Background: an optimization exercise with open tools, aiming at small area and a short achievable clock period. Do not read the settings as production practice. RTL that was checked went through simulation tests only; none was proved equivalent to the original. For run 2, only the layout was checked, not whether the RTL still works.

==> flow/design.v (outline; a module is shown in full before it is edited, if it fits) <==
// module qmult: 1314 lines
// module qmult_fa: 4 lines
// module qmult_bsel: 5 lines
// module qmult_aoi: 3 lines
// module qmult_bsel_pos: 3 lines
// module qmult_ha: 4 lines
module qmult #(
   parameter int Q = 15,
   parameter int N = 32
) (
   input  logic [N-1:0] a,
   input  logic [N-1:0] b,
   output logic [N-1:0] c,
   input  logic         clk,
   input  logic         rst,
   output logic [N-1:0] c_reg,
   output logic         ovr
);
  // ...
==> flow/flow/run.sh <==
#!/bin/bash
# Standard synthesis (unchanged), then the standard ORFS layout with extra settings:
#  - combinational cells that ABC maps above drive strength 1 are downsized to
#    strength 1 before floorplanning (downsize.tcl); timing repair upsizes those
#    that the critical paths need;
#  - the delay cells (clkdlybuf4s*, dlygate*, dlymetal*) are kept out of the
#    port and fanout buffering, which otherwise picks them.
# Each make run logs to its own file in this folder.
set -euo pipefail
here=$(pwd)
PLATFORM_DONT_USE="sky130_fd_sc_hd__probe_p_8 sky130_fd_sc_hd__probec_p_8 sky130_fd_sc_hd__lpflow_bleeder_1 sky130_fd_sc_hd__lpflow_clkbufkapwr_1 sky130_fd_sc_hd__lpflow_clkbufkapwr_16 sky130_fd_sc_hd__lpflow_clkbufkapwr_2 sky130_fd_sc_hd__lpflow_clkbufkapwr_4 sky130_fd_sc_hd__lpflow_clkbufkapwr_8 sky130_fd_sc_hd__lpflow_clkinvkapwr_1 sky130_fd_sc_hd__lpflow_clkinvkapwr_16 sky130_fd_sc_hd__lpflow_clkinvkapwr_2 sky130_fd_sc_hd__lpflow_clkinvkapwr_4 sky130_fd_sc_hd__lpflow_clkinvkapwr_8 sky130_fd_sc_hd__lpflow_decapkapwr_12 sky130_fd_sc_hd__lpflow_decapkapwr_3 sky130_fd_sc_hd__lpflow_decapkapwr_4 sky130_fd_sc_hd__lpflow_decapkapwr_6 sky130_fd_sc_hd__lpflow_decapkapwr_8 sky130_fd_sc_hd__lpflow_inputiso0n_1 sky130_fd_sc_hd__lpflow_inputiso0p_1 sky130_fd_sc_hd__lpflow_inputiso1n_1 sky130_fd_sc_hd__lpflow_inputiso1p_1 sky130_fd_sc_hd__lpflow_inputisolatch_1 sky130_fd_sc_hd__lpflow_isobufsrc_1 sky130_fd_sc_hd__lpflow_isobufsrc_16 sky130_fd_sc_hd__lpflow_isobufsrc_2 sky130_fd_sc_hd__lpflow_isobufsrc_4 sky130_fd_sc_hd__lpflow_isobufsrc_8 sky130_fd_sc_hd__lpflow_isobufsrckapwr_16 sky130_fd_sc_hd__lpflow_lsbuf_lh_hl_isowell_tap_1 sky130_fd_sc_hd__lpflow_lsbuf_lh_hl_isowell_tap_2 sky130_fd_sc_hd__lpflow_lsbuf_lh_hl_isowell_tap_4 sky130_fd_sc_hd__lpflow_lsbuf_lh_isowell_4 sky130_fd_sc_hd__lpflow_lsbuf_lh_isowell_tap_1 sky130_fd_sc_hd__lpflow_lsbuf_lh_isowell_tap_2 sky130_fd_sc_hd__lpflow_lsbuf_lh_isowell_tap_4"
DELAY_CELLS="sky130_fd_sc_hd__clkdlybuf4s15_1 sky130_fd_sc_hd__clkdlybuf4s15_2 sky130_fd_sc_hd__clkdlybuf4s18_1 sky130_fd_sc_hd__clkdlybuf4s18_2 sky130_fd_sc_hd__clkdlybuf4s25_1 sky130_fd_sc_hd__clkdlybuf4s25_2 sky130_fd_sc_hd__clkdlybuf4s50_1 sky130_fd_sc_hd__clkdlybuf4s50_2 sky130_fd_sc_hd__dlygate4sd1_1 sky130_fd_sc_hd__dlygate4sd2_1 sky130_fd_sc_hd__dlygate4sd3_1 sky130_fd_sc_hd__dlymetal6s2s_1 sky130_fd_sc_hd__dlymetal6s4s_1 sky130_fd_sc_hd__dlymetal6s6s_1"
export DOWNSIZE_CELLS="all"

bash standard.sh synth > synth.log 2>&1
bash standard.sh \
  PRE_FLOORPLAN_TCL="$here/flow/downsize.tcl" \
  DONT_USE_CELLS="$PLATFORM_DONT_USE $DELAY_CELLS" \
  finish > layout.log 2>&1
==> flow/flow/downsize.tcl <==
# Downsize combinational cells that synthesis mapped above drive strength 1 (ABC
# maps for speed with no timing context, e.g. the Booth selectors as a22oi_2); timing repair later upsizes what
# the critical paths need. Registers are left as they are.
set n 0
foreach inst [[ord::get_db_block] getInsts] {
  set m [[$inst getMaster] getName]
  if {[regexp {^(sky130_fd_sc_hd__[a-z0-9]+)_([0-9]+)$} $m -> base drv]} {
    if {$drv > 1 && ![string match "*df*" $base] && ![string match "*dl*" $base] \
          && ($::env(DOWNSIZE_CELLS) eq "all" || [lsearch -exact $::env(DOWNSIZE_CELLS) $base] >= 0)} {
      set lc [get_lib_cells ${base}_1]
      if {$lc ne ""} {
        replace_cell [$inst getName] ${base}_1
        incr n
      }
    }
  }
}
puts "downsize: downsized $n cells"
==> flow/standard.sh <==
#!/bin/bash
# synth_recipe.tcl (not shown) runs the flow's synth.tcl, then flattens the netlist and writes it again
# the make line also repeats each setting of config.mk as NAME=value (left out here)
make -C /OpenROAD-flow-scripts/flow DESIGN_CONFIG=/design/flow/config.mk WORK_HOME=/design/flow/orfs CLKGATE_MAP_FILE= SYNTH_SCRIPT=/design/flow/synth_recipe.tcl "${@:-finish}"
==> flow/config.mk <==
export PLATFORM = sky130hd
export DESIGN_NAME = qmult
export DESIGN_NICKNAME = qmult
export VERILOG_FILES = /design/flow/design.v
export SDC_FILE = /design/flow/constraint.sdc
export NUM_CORES = 4
export LEC_CHECK = 0
export CAP_MARGIN = 20
export CORE_MARGIN = 2
export CORE_UTILIZATION = 40
export SETUP_SLACK_MARGIN = 2
export SLEW_MARGIN = 20
export SYNTH_HIERARCHICAL = 1
export SYNTH_MINIMUM_KEEP_SIZE = 0
==> flow/constraint.sdc <==
create_clock -name core_clock -period 15.0 [get_ports {clk}]
set_input_delay 3.0000 -clock core_clock [delete_from_list [all_inputs] [get_ports {clk}]]
set_output_delay 3.0000 -clock core_clock [all_outputs]
set_load 0.01 [all_outputs]
==> impl_results.md, run 1 <==
* Seq_cells at 33
* Area occupied by multi-input gates at 18500 µm²
* Post-DP Area at 21000 µm²
* Outcome: complete, no violations
* Avg WL per Cell at 27.5 µm
* HP Class: primary input to async pin
* N_taps at 607
* Initial DRC Count at 2325
* CTS resizes at 63
* Clock buf/inv share at 0.00639
* Max_slew headroom at 0.284
* Number of fill cells in the layout at 4474
* Worst Path Required at 12.00 ns
* Fraction of area in multi-input gates at 0.828
* Final period util at 0.856
* Worst setup SP type: primary input
* Global-route wire length before repair at 112 mm
* Met2 Wirelength at 32.3 mm
* Layout cells sized above 1 at 0.116
* Fin. Hold Viols at 0
* CORE AREA at 46800 µm²
* Endpoint type of the worst setup path: primary output
* Final Non-Filler Cells at 2766
* Crit Path Max Fanout at 11
* Worst setup margin at 2.16 ns
* Crit path buffers/inverters at 3
* CTS tree: done
* H-tree levels at 2
==> run 2: changes to the inputs <==
--- a/flow/design.v
+++ b/flow/design.v
@@ -861,58 +861,58 @@
    logic s821;
    logic c822;
    logic s823;
    logic c824;
    logic s825;
    logic c826;
    logic s827;
    logic c828;
-   qmult_ha u_s1 (.x(neg[1]), .y(pp[2]), .s(s1), .c(c2));
+   qmult_fa u_s1 (.x(neg[1]), .y(pp[2]), .z(pp[32]), .s(s1), .c(c2));
    qmult_ha u_s3 (.x(pp[3]), .y(pp[33]), .s(s3), .c(c4));
    qmult_fa u_s5 (.x(neg[2]), .y(pp[4]), .z(pp[34]), .s(s5), .c(c6));
    qmult_ha u_s7 (.x(pp[64]), .y(c4), .s(s7), .c(c8));
    qmult_fa u_s9 (.x(pp[5]), .y(pp[35]), .z(pp[65]), .s(s9), .c(c10));
-   qmult_ha u_s11 (.x(c6), .y(c8), .s(s11), .c(c12));
+   qmult_fa u_s11 (.x(c6), .y(c8), .z(s9), .s(s11), .c(c12));
    qmult_fa u_s13 (.x(neg[3]), .y(pp[6]), .z(pp[36]), .s(s13), .c(c14));
    qmult_fa u_s15 (.x(pp[66]), .y(pp[96]), .z(c10), .s(s15), .c(c16));
-   qmult_ha u_s17 (.x(s13), .y(c12), .s(s17), .c(c18));
+   qmult_fa u_s17 (.x(s13), .y(c12), .z(s15), .s(s17), .c(c18));
    qmult_fa u_s19 (.x(pp[7]), .y(pp[37]), .z(pp[67]), .s(s19), .c(c20));
    qmult_fa u_s21 (.x(pp[97]), .y(c14), .z(s19), .s(s21), .c(c22));
-   qmult_ha u_s23 (.x(c16), .y(c18), .s(s23), .c(c24));
+   qmult_ha u_s23 (.x(c16), .y(s21), .s(s23), .c(c24));
    qmult_fa u_s25 (.x(neg[4]), .y(pp[8]), .z(pp[38]), .s(s25), .c(c26));
    qmult_fa u_s27 (.x(pp[68]), .y(pp[98]), .z(pp[128]), .s(s27), .c(c28));
    qmult_fa u_s29 (.x(c20), .y(s25), .z(s27), .s(s29), .c(c30));
    qmult_ha u_s31 (.x(c22), .y(s29), .s(s31), .c(c32));
    qmult_fa u_s33 (.x(pp[9]), .y(pp[39]), .z(pp[69]), .s(s33), .c(c34));
    qmult_fa u_s35 (.x(pp[99]), .y(pp[129]), .z(c26), .s(s35), .c(c36));
    qmult_fa u_s37 (.x(c28), .y(s33), .z(c30), .s(s37), .c(c38));
    qmult_ha u_s39 (.x(s35), .y(c32), .s(s39), .c(c40));
    qmult_fa u_s41 (.x(neg[5]), .y(pp[10]), .z(pp[40]), .s(s41), .c(c42));
    qmult_fa u_s43 (.x(pp[70]), .y(pp[100]), .z(pp[130]), .s(s43), .c(c44));
    qmult_fa u_s45 (.x(pp[160]), .y(c34), .z(s41), .s(s45), .c(c46));
    qmult_fa u_s47 (.x(s43), .y(c36), .z(s45), .s(s47), .c(c48));
-   qmult_ha u_s49 (.x(c38), .y(c40), .s(s49), .c(c50));
+   qmult_fa u_s49 (.x(c38), .y(c40), .z(s47), .s(s49), .c(c50));
    qmult_fa u_s51 (.x(pp[11]), .y(pp[41]), .z(pp[71]), .s(s51), .c(c52));
    qmult_fa u_s53 (.x(pp[101]), .y(pp[131]), .z(pp[161]), .s(s53), .c(c54));
    qmult_fa u_s55 (.x(c42), .y(c44), .z(s51), .s(s55), .c(c56));
    qmult_fa u_s57 (.x(s53), .y(c46), .z(s55), .s(s57), .c(c58));
    qmult_ha u_s59 (.x(c48), .y(s57), .s(s59), .c(c60));
    qmult_fa u_s61 (.x(neg[6]), .y(pp[12]), .z(pp[42]), .s(s61), .c(c62));
    qmult_fa u_s63 (.x(pp[72]), .y(pp[102]), .z(pp[132]), .s(s63), .c(c64));
    qmult_fa u_s65 (.x(pp[162]), .y(pp[192]), .z(c52), .s(s65), .c(c66));
    qmult_fa u_s67 (.x(c54), .y(s61), .z(s63), .s(s67), .c(c68));
    qmult_fa u_s69 (.x(c56), .y(s65), .z(s67), .s(s69), .c(c70));
    qmult_ha u_s71 (.x(c58), .y(s69), .s(s71), .c(c72));
    qmult_fa u_s73 (.x(pp[13]), .y(pp[43]), .z(pp[73]), .s(s73), .c(c74));
    qmult_fa u_s75 (.x(pp[103]), .y(pp[133]), .z(pp[163]), .s(s75), .c(c76));
    qmult_fa u_s77 (.x(pp[193]), .y(c62), .z(c64), .s(s77), .c(c78));
    qmult_fa u_s79 (.x(s73), .y(s75), .z(c66), .s(s79), .c(c80));
    qmult_fa u_s81 (.x(c68), .y(s77), .z(s79), .s(s81), .c(c82));
-   qmult_ha u_s83 (.x(c70), .y(c72), .s(s83), .c(c84));
+   qmult_fa u_s83 (.x(c70), .y(c72), .z(s81), .s(s83), .c(c84));
    qmult_fa u_s85 (.x(neg[7]), .y(pp[14]), .z(pp[44]), .s(s85), .c(c86));
    qmult_fa u_s87 (.x(pp[74]), .y(pp[104]), .z(pp[134]), .s(s87), .c(c88));
    qmult_fa u_s89 (.x(pp[164]), .y(pp[194]), .z(pp[224]), .s(s89), .c(c90));
    qmult_fa u_s91 (.x(c74), .y(c76), .z(s85), .s(s91), .c(c92));
    qmult_fa u_s93 (.x(s87), .y(s89), .z(c78), .s(s93), .c(c94));
    qmult_fa u_s95 (.x(s91), .y(c80), .z(s93), .s(s95), .c(c96));
    qmult_ha u_s97 (.x(c82), .y(s95), .s(s97), .c(c98));
    qmult_fa u_s99 (.x(pp[15]), .y(pp[45]), .z(pp[75]), .s(s99), .c(c100));
@@ -950,17 +950,17 @@
    qmult_fa u_s163 (.x(pp[19]), .y(pp[49]), .z(pp[79]), .s(s163), .c(c164));
    qmult_fa u_s165 (.x(pp[109]), .y(pp[139]), .z(pp[169]), .s(s165), .c(c166));
    qmult_fa u_s167 (.x(pp[199]), .y(pp[229]), .z(pp[259]), .s(s167), .c(c168));
    qmult_fa u_s169 (.x(pp[289]), .y(c146), .z(c148), .s(s169), .c(c170));
    qmult_fa u_s171 (.x(c150), .y(s163), .z(s165), .s(s171), .c(c172));
    qmult_fa u_s173 (.x(s167), .y(c152), .z(c154), .s(s173), .c(c174));
    qmult_fa u_s175 (.x(s169), .y(s171), .z(c156), .s(s175), .c(c176));
    qmult_fa u_s177 (.x(c158), .y(s173), .z(s175), .s(s177), .c(c178));
-   qmult_ha u_s179 (.x(c160), .y(c162), .s(s179), .c(c180));
+   qmult_fa u_s179 (.x(c160), .y(c162), .z(s177), .s(s179), .c(c180));
    qmult_fa u_s181 (.x(neg[10]), .y(pp[20]), .z(pp[50]), .s(s181), .c(c182));
    qmult_fa u_s183 (.x(pp[80]), .y(pp[110]), .z(pp[140]), .s(s183), .c(c184));
    qmult_fa u_s185 (.x(pp[170]), .y(pp[200]), .z(pp[230]), .s(s185), .c(c186));
    qmult_fa u_s187 (.x(pp[260]), .y(pp[290]), .z(pp[320]), .s(s187), .c(c188));
    qmult_fa u_s189 (.x(c164), .y(c166), .z(c168), .s(s189), .c(c190));
    qmult_fa u_s191 (.x(s181), .y(s183), .z(s185), .s(s191), .c(c192));
    qmult_fa u_s193 (.x(s187), .y(c170), .z(c172), .s(s193), .c(c194));
    qmult_fa u_s195 (.x(s189), .y(s191), .z(c174), .s(s195), .c(c196));
@@ -1056,17 +1056,17 @@
    qmult_fa u_s375 (.x(pp[448]), .y(c340), .z(c342), .s(s375), .c(c376));
    qmult_fa u_s377 (.x(c344), .y(c346), .z(s365), .s(s377), .c(c378));
    qmult_fa u_s379 (.x(s367), .y(s369), .z(s371), .s(s379), .c(c380));
    qmult_fa u_s381 (.x(s373), .y(c348), .z(c350), .s(s381), .c(c382));
    qmult_fa u_s383 (.x(c352), .y(s375), .z(s377), .s(s383), .c(c384));
    qmult_fa u_s385 (.x(s379), .y(c354), .z(c356), .s(s385), .c(c386));
    qmult_fa u_s387 (.x(s381), .y(s383), .z(c358), .s(s387), .c(c388));
    qmult_fa u_s389 (.x(c360), .y(s385), .z(s387), .s(s389), .c(c390));
-   qmult_ha u_s391 (.x(c362), .y(c364), .s(s391), .c(c392));
+   qmult_fa u_s391 (.x(c362), .y(c364), .z(s389), .s(s391), .c(c392));
    qmult_fa u_s393 (.x(pp[29]), .y(pp[59]), .z(pp[89]), .s(s393), .c(c394));
    qmult_fa u_s395 (.x(pp[119]), .y(pp[149]), .z(pp[179]), .s(s395), .c(c396));
    qmult_fa u_s397 (.x(pp[209]), .y(pp[239]), .z(pp[269]), .s(s397), .c(c398));
    qmult_fa u_s399 (.x(pp[299]), .y(pp[329]), .z(pp[359]), .s(s399), .c(c400));
    qmult_fa u_s401 (.x(pp[389]), .y(pp[419]), .z(pp[449]), .s(s401), .c(c402));
    qmult_fa u_s403 (.x(c366), .y(c368), .z(c370), .s(s403), .c(c404));
    qmult_fa u_s405 (.x(c372), .y(c374), .z(s393), .s(s405), .c(c406));
    qmult_fa u_s407 (.x(s395), .y(s397), .z(s399), .s(s407), .c(c408));
@@ -1114,17 +1114,17 @@
    qmult_fa u_s489 (.x(c450), .y(c452), .z(c454), .s(s489), .c(c490));
    qmult_fa u_s491 (.x(c456), .y(c458), .z(s479), .s(s491), .c(c492));
    qmult_fa u_s493 (.x(s481), .y(s483), .z(s485), .s(s493), .c(c494));
    qmult_fa u_s495 (.x(s487), .y(c460), .z(c462), .s(s495), .c(c496));
    qmult_fa u_s497 (.x(c464), .y(s489), .z(s491), .s(s497), .c(c498));
    qmult_fa u_s499 (.x(s493), .y(c466), .z(c468), .s(s499), .c(c500));
    qmult_fa u_s501 (.x(s495), .y(s497), .z(c470), .s(s501), .c(c502));
    qmult_fa u_s503 (.x(c472), .y(s499), .z(s501), .s(s503), .c(c504));
-   qmult_ha u_s505 (.x(c474), .y(s503), .s(s505), .c(c506));
+   qmult_fa u_s505 (.x(c474), .y(s503), .z(c476), .s(s505), .c(c506));
    assign s507 = ~(pp[63] ^ pp[93]);
    assign c508 = pp[63] | pp[93];
    qmult_fa u_s509 (.x(pp[123]), .y(pp[153]), .z(pp[183]), .s(s509), .c(c510));
    qmult_fa u_s511 (.x(pp[213]), .y(pp[243]), .z(pp[273]), .s(s511), .c(c512));
    qmult_fa u_s513 (.x(pp[303]), .y(pp[333]), .z(pp[363]), .s(s513), .c(c514));
    qmult_fa u_s515 (.x(pp[393]), .y(pp[423]), .z(pp[453]), .s(s515), .c(c516));
    qmult_fa u_s517 (.x(pp[483]), .y(c478), .z(s507), .s(s517), .c(c518));
    qmult_fa u_s519 (.x(c480), .y(c482), .z(c484), .s(s519), .c(c520));
@@ -1284,18 +1284,18 @@
    qmult_fa u_s815 (.x(pp[346]), .y(pp[376]), .z(pp[406]), .s(s815), .c(c816));
    qmult_fa u_s817 (.x(pp[436]), .y(pp[466]), .z(pp[496]), .s(s817), .c(c818));
    qmult_fa u_s819 (.x(c796), .y(c798), .z(c800), .s(s819), .c(c820));
    qmult_fa u_s821 (.x(s813), .y(s815), .z(s817), .s(s821), .c(c822));
    qmult_fa u_s823 (.x(c802), .y(c804), .z(s819), .s(s823), .c(c824));
    qmult_fa u_s825 (.x(s821), .y(c806), .z(s823), .s(s825), .c(c826));
    qmult_fa u_s827 (.x(c808), .y(s825), .z(c810), .s(s827), .c(c828));
    logic [46:0] xr, yr, sum;
-   assign xr = {c812, c794, c776, c756, c736, c714, c692, c668, c644, c618, c592, c564, c536, c506, c476, c448, c420, c392, s389, c338, c312, c288, c264, c242, c220, c200, c180, s177, c144, c128, c112, c98, c84, s81, c60, c50, s47, s37, c24, s21, s15, s9, s5, c2, pp[32], pp[1], pp[0]};
-   assign yr = {s827, s811, s793, s775, s755, s735, s713, s691, s667, s643, s617, s591, s563, s535, s505, s475, s447, s419, s391, s363, s337, s311, s287, s263, s241, s219, s199, s179, s161, s143, s127, s111, s97, s83, s71, s59, s49, s39, s31, s23, s17, s11, s7, s3, s1, 1'b0, neg[0]};
+   assign xr = {c812, c794, c776, c756, c736, c714, c692, c668, c644, c618, c592, c564, c536, c506, s505, c448, c420, c392, s391, c338, c312, c288, c264, c242, c220, c200, c180, s179, c144, c128, c112, c98, c84, s83, c60, c50, s49, s37, c24, c18, s17, s11, s5, c2, s1, pp[1], pp[0]};
+   assign yr = {s827, s811, s793, s775, s755, s735, s713, s691, s667, s643, s617, s591, s563, s535, 1'b0, s475, s447, s419, 1'b0, s363, s337, s311, s287, s263, s241, s219, s199, 1'b0, s161, s143, s127, s111, s97, 1'b0, s71, s59, 1'b0, s39, s31, s23, 1'b0, 1'b0, s7, s3, 1'b0, 1'b0, neg[0]};
    assign sum = xr + yr;
    logic [30:0] bhi;    
    logic        big;
    logic        overflow;
    assign bhi[30] = b[30];
    for (genvar k = 0; k < 30; k++) begin : g_bhi
       assign bhi[k] = b[k] | bhi[k+1];
    end
==> flow/flow/run.sh (replaced) <==
#!/bin/bash
# Standard synthesis (unchanged), then the standard ORFS layout with extra settings:
#  - the Booth selectors, which ABC maps at drive strength 2, are downsized to
#    strength 1 before floorplanning (downsize.tcl); timing repair upsizes any
#    that the critical paths need;
#  - the delay cells (clkdlybuf4s*, dlygate*, dlymetal*) are kept out of the
#    port and fanout buffering, which otherwise picks them.
# Each make run logs to its own file in this folder.
set -euo pipefail
here=$(pwd)
PLATFORM_DONT_USE="sky130_fd_sc_hd__probe_p_8 sky130_fd_sc_hd__probec_p_8 sky130_fd_sc_hd__lpflow_bleeder_1 sky130_fd_sc_hd__lpflow_clkbufkapwr_1 sky130_fd_sc_hd__lpflow_clkbufkapwr_16 sky130_fd_sc_hd__lpflow_clkbufkapwr_2 sky130_fd_sc_hd__lpflow_clkbufkapwr_4 sky130_fd_sc_hd__lpflow_clkbufkapwr_8 sky130_fd_sc_hd__lpflow_clkinvkapwr_1 sky130_fd_sc_hd__lpflow_clkinvkapwr_16 sky130_fd_sc_hd__lpflow_clkinvkapwr_2 sky130_fd_sc_hd__lpflow_clkinvkapwr_4 sky130_fd_sc_hd__lpflow_clkinvkapwr_8 sky130_fd_sc_hd__lpflow_decapkapwr_12 sky130_fd_sc_hd__lpflow_decapkapwr_3 sky130_fd_sc_hd__lpflow_decapkapwr_4 sky130_fd_sc_hd__lpflow_decapkapwr_6 sky130_fd_sc_hd__lpflow_decapkapwr_8 sky130_fd_sc_hd__lpflow_inputiso0n_1 sky130_fd_sc_hd__lpflow_inputiso0p_1 sky130_fd_sc_hd__lpflow_inputiso1n_1 sky130_fd_sc_hd__lpflow_inputiso1p_1 sky130_fd_sc_hd__lpflow_inputisolatch_1 sky130_fd_sc_hd__lpflow_isobufsrc_1 sky130_fd_sc_hd__lpflow_isobufsrc_16 sky130_fd_sc_hd__lpflow_isobufsrc_2 sky130_fd_sc_hd__lpflow_isobufsrc_4 sky130_fd_sc_hd__lpflow_isobufsrc_8 sky130_fd_sc_hd__lpflow_isobufsrckapwr_16 sky130_fd_sc_hd__lpflow_lsbuf_lh_hl_isowell_tap_1 sky130_fd_sc_hd__lpflow_lsbuf_lh_hl_isowell_tap_2 sky130_fd_sc_hd__lpflow_lsbuf_lh_hl_isowell_tap_4 sky130_fd_sc_hd__lpflow_lsbuf_lh_isowell_4 sky130_fd_sc_hd__lpflow_lsbuf_lh_isowell_tap_1 sky130_fd_sc_hd__lpflow_lsbuf_lh_isowell_tap_2 sky130_fd_sc_hd__lpflow_lsbuf_lh_isowell_tap_4"
DELAY_CELLS="sky130_fd_sc_hd__clkdlybuf4s15_1 sky130_fd_sc_hd__clkdlybuf4s15_2 sky130_fd_sc_hd__clkdlybuf4s18_1 sky130_fd_sc_hd__clkdlybuf4s18_2 sky130_fd_sc_hd__clkdlybuf4s25_1 sky130_fd_sc_hd__clkdlybuf4s25_2 sky130_fd_sc_hd__clkdlybuf4s50_1 sky130_fd_sc_hd__clkdlybuf4s50_2 sky130_fd_sc_hd__dlygate4sd1_1 sky130_fd_sc_hd__dlygate4sd2_1 sky130_fd_sc_hd__dlygate4sd3_1 sky130_fd_sc_hd__dlymetal6s2s_1 sky130_fd_sc_hd__dlymetal6s4s_1 sky130_fd_sc_hd__dlymetal6s6s_1"
export DOWNSIZE_CELLS="sky130_fd_sc_hd__a22oi"

bash standard.sh synth > synth.log 2>&1
bash standard.sh \
  PRE_FLOORPLAN_TCL="$here/flow/downsize.tcl" \
  DONT_USE_CELLS="$PLATFORM_DONT_USE $DELAY_CELLS" \
  finish > layout.log 2>&1
==> flow/flow/downsize.tcl (replaced) <==
# Downsize combinational cells that synthesis mapped above drive strength 1 (the
# Booth selectors come out of ABC as a22oi_2); timing repair later upsizes what
# the critical paths need. Registers are left as they are.
set n 0
foreach inst [[ord::get_db_block] getInsts] {
  set m [[$inst getMaster] getName]
  if {[regexp {^(sky130_fd_sc_hd__[a-z0-9]+)_([0-9]+)$} $m -> base drv]} {
    if {$drv > 1 && ![string match "*df*" $base] && ![string match "*dl*" $base] \
          && [lsearch -exact $::env(DOWNSIZE_CELLS) $base] >= 0} {
      set lc [get_lib_cells ${base}_1]
      if {$lc ne ""} {
        replace_cell [$inst getName] ${base}_1
        incr n
      }
    }
  }
}
puts "downsize: downsized $n cells"
==> flow/config.mk (replaced) <==
export PLATFORM = sky130hd
export DESIGN_NAME = qmult
export DESIGN_NICKNAME = qmult
export VERILOG_FILES = /design/flow/design.v
export SDC_FILE = /design/flow/constraint.sdc
export NUM_CORES = 4
export LEC_CHECK = 0
export CAP_MARGIN = 20
export CORE_MARGIN = 2
export CORE_UTILIZATION = 40
export SETUP_SLACK_MARGIN = 1.5
export SLEW_MARGIN = 20
export SYNTH_HIERARCHICAL = 1
export SYNTH_MINIMUM_KEEP_SIZE = 0
==> run 2 against run 1 <==
Against the previous run: worst setup slack got worse by 0.38 ns; first-iteration DRC count fell by 5.9%; die area is 2.3% lower; largest cell class unchanged; cell count shrank 4.7%; global-route usage up 0.94 points; sequential cell count unchanged; routed wire length fell by 1.3%.
==> impl_results.md, run 2 <==
* Worst Path Required at 12.00 ns (about the same)
* Slowest stage delay, CP at 0.81 ns
* Cts hold-fix bufs at 0
* CP cell instances: buf_1 -> buf_2 -> a22oi_1 -> xnor2_1 -> fa_1 -> fa_1 -> fa_1 -> fa_1 -> fa_1 -> fa_1 -> ha_1 -> nand3_1 -> nor4_2 -> nand3_1 -> a211oi_2 -> nor3_2 -> o221ai_1 -> mux2_4 -> o21ai_0 -> buf_1
* Die footprint at 48200 µm²
* Root buffer cell: clkbuf_16
* Fin crit period at 13.22 ns
* Detailed-route via count at 16800
* Outcome: complete, no violations
* Antenna violations before repair at 6
* Slowest stage cell on the critical path: buf_1
* Register clock-pin slew on the reported worst setup and hold paths at 0.05 ns
* Layout cells sized above 1 at 0.0873 (-0.0286)
* Final period util at 0.882 (+0.0257)
* WS Path Type: primary input to primary output
* Initial Util at 0.402
* Post-synthesis net count at 2271
* All-layer global routing usage at 0.308
* Max Cap Violations at 0
* Vias in the first global route at 17000
* Worst setup SP type: primary input
* Post-DP Area at 20500 µm² (-2.3%)
* Peak Freq at 75.6 MHz
* CTS Buffer Depth at 2
* Port Buffer Count at 130
* CTS tree: done
* Top-Level Pins at 131
* Finish-stage setup viols at 0
* CORE AREA at 46300 µm² (-1.1%)
* Mapped Cells at 1753
* Initial DRC Count at 2188 (-5.9%)
* Max Transition Viols Final at 0
* DRT Pass-1 Iters at 6
* Total Wirelength at 74.9 mm
* Max_slew headroom at 0.219 (-0.0652)
* Design Area, Final at 21200 µm²
* HP Class: primary input to async pin
* H-tree levels at 2 (unchanged)
* CP most frequent cell: fa_1
* RD Place Congestion at 1.00
* DRC viols at 0
* Largest net degree at the start of global routing at 35
* Setup TNS at 0 ns
* Gr ovfl total at 0
* Avg WL per Cell at 28.4 µm (+3.5%)
* Largest register FFs at 32
* TritonCTS buffer count at 5
* Die outline width at 220 µm
* Post-DRT Antenna Nets at 0
* Global-route wire length before repair at 110 mm (-1.8%)
* Final Non-Filler Cells at 2637 (-4.7%)
* Synth warnings at 7
* Commonest non-fill, non-tap cells in the layout: xnor2_1, a22oi_1, fa_1, buf_1, ha_1
* Fin. Hold Viols at 0 (unchanged)
* Arrival @ worst endpoint at 10.22 ns
* Commonest non-fill, non-tap cell in the layout: xnor2_1
* Final #Nets at 2544
* Worst-Margin Slew at 1.17 ns
* Crit Path Max Fanout at 32 (+21)
* Rows at 79
* Drt via density at 6.37
* Die span in y at 220 µm
* DP HPWL at 58.4 mm
* Sink Count at 33
* Inst Count DP at 2585
* Endpoint type of the worst setup path: primary output
* RSZ-0062 raised after global routing: no
==> run 2: layout make-up <==
class / count / area (µm²)
fillers: 4417 / 25000
well taps: 607 / 759
diodes: 3 / 7.51
multi-input cells: 1653 / 17900
clock buffers: 5 / 125
flip-flops and latches: 33 / 826
inverters: 48 / 180
clock inverters: 3 / 22.5
repair buffers: 285 / 1420
==> run 2: final timing paths <==
kind	startpoint	to	slack [ns]	cells past startpoint
max	a[19]	c[17]	1.78	20
min	rst	c_reg[26]	2.68	2
max in group asynchronous	rst	c_reg[13]	11.44	3
min in group core_clock	a[31]	c_reg[31]	2.92	2
==> run 2: metal layers <==
layer / GRT usage / vias up / part of all wire
met4: 0.0826 / 4 / 0.029
met2: 0.460 / 1263 / 0.43
met5: 0 / - / 0.00043
met1: 0.426 / 8421 / 0.40
li1: - / 6926 / -
met3: 0.104 / 180 / 0.14
==> run 2: stage by stage <==
stage | worst slack (ns) | util | hold slack, ns
final | 1.78 | 0.459 | 2.68
after global routing | 1.52 | 0.459 | 2.74
after CTS | 1.51 | 0.449 | 2.69
after detailed placement | 1.29 | 0.443 | 3.00
after global placement | 1.36 | 0.443 | 2.99
after floorplan | 1.56 | - | 3.13
==> run 2: timing repair <==
action,CTS,global route
gates resized for setup,19,51
buffers inserted,0,40
pin swaps,0,9
endpoints found under the setup margin,31,31
==> run 2: worst max-delay path, delay by kind of cell <==
kind | cells | cell delay, ns
adder cells (fa/ha/maj) | 7 | 3.48
buffers and inverters | 3 | 1.55
AO/OA/AOI/OAI | 4 | 0.83
AND/OR/NAND/NOR | 4 | 0.67
multiplexers | 1 | 0.48
XOR/XNOR | 1 | 0.18

[separate check: timing with driven ports]
How much do the figures lean on ideal ports? The routed layouts below were timed once more, with nothing changed but the port constraints.
Step 1: set_driving_cell puts a clkbuf_16 on clk and a buf_2 on each other input, an assumption about the parent block.
Step 2 also shifts input and output timing later by t, the mid clock arrival at the registers, as if the neighbouring blocks saw the same clock.
Three values: ideal, step 1, step 2; two values: the first two.
run | t, ns | setup WS [ns] | cell pins on the clock port's net
run 1 | 0.310 | 2.160 / 2.074 / 2.074 | 1
run 2 | 0.310 | 1.776 / 1.694 / 1.694 | 1
After both steps every run listed still meets setup and hold. The setup slack of run 1, which loses most, moves by -0.086 ns with the drivers and by -0.086 ns with both steps.
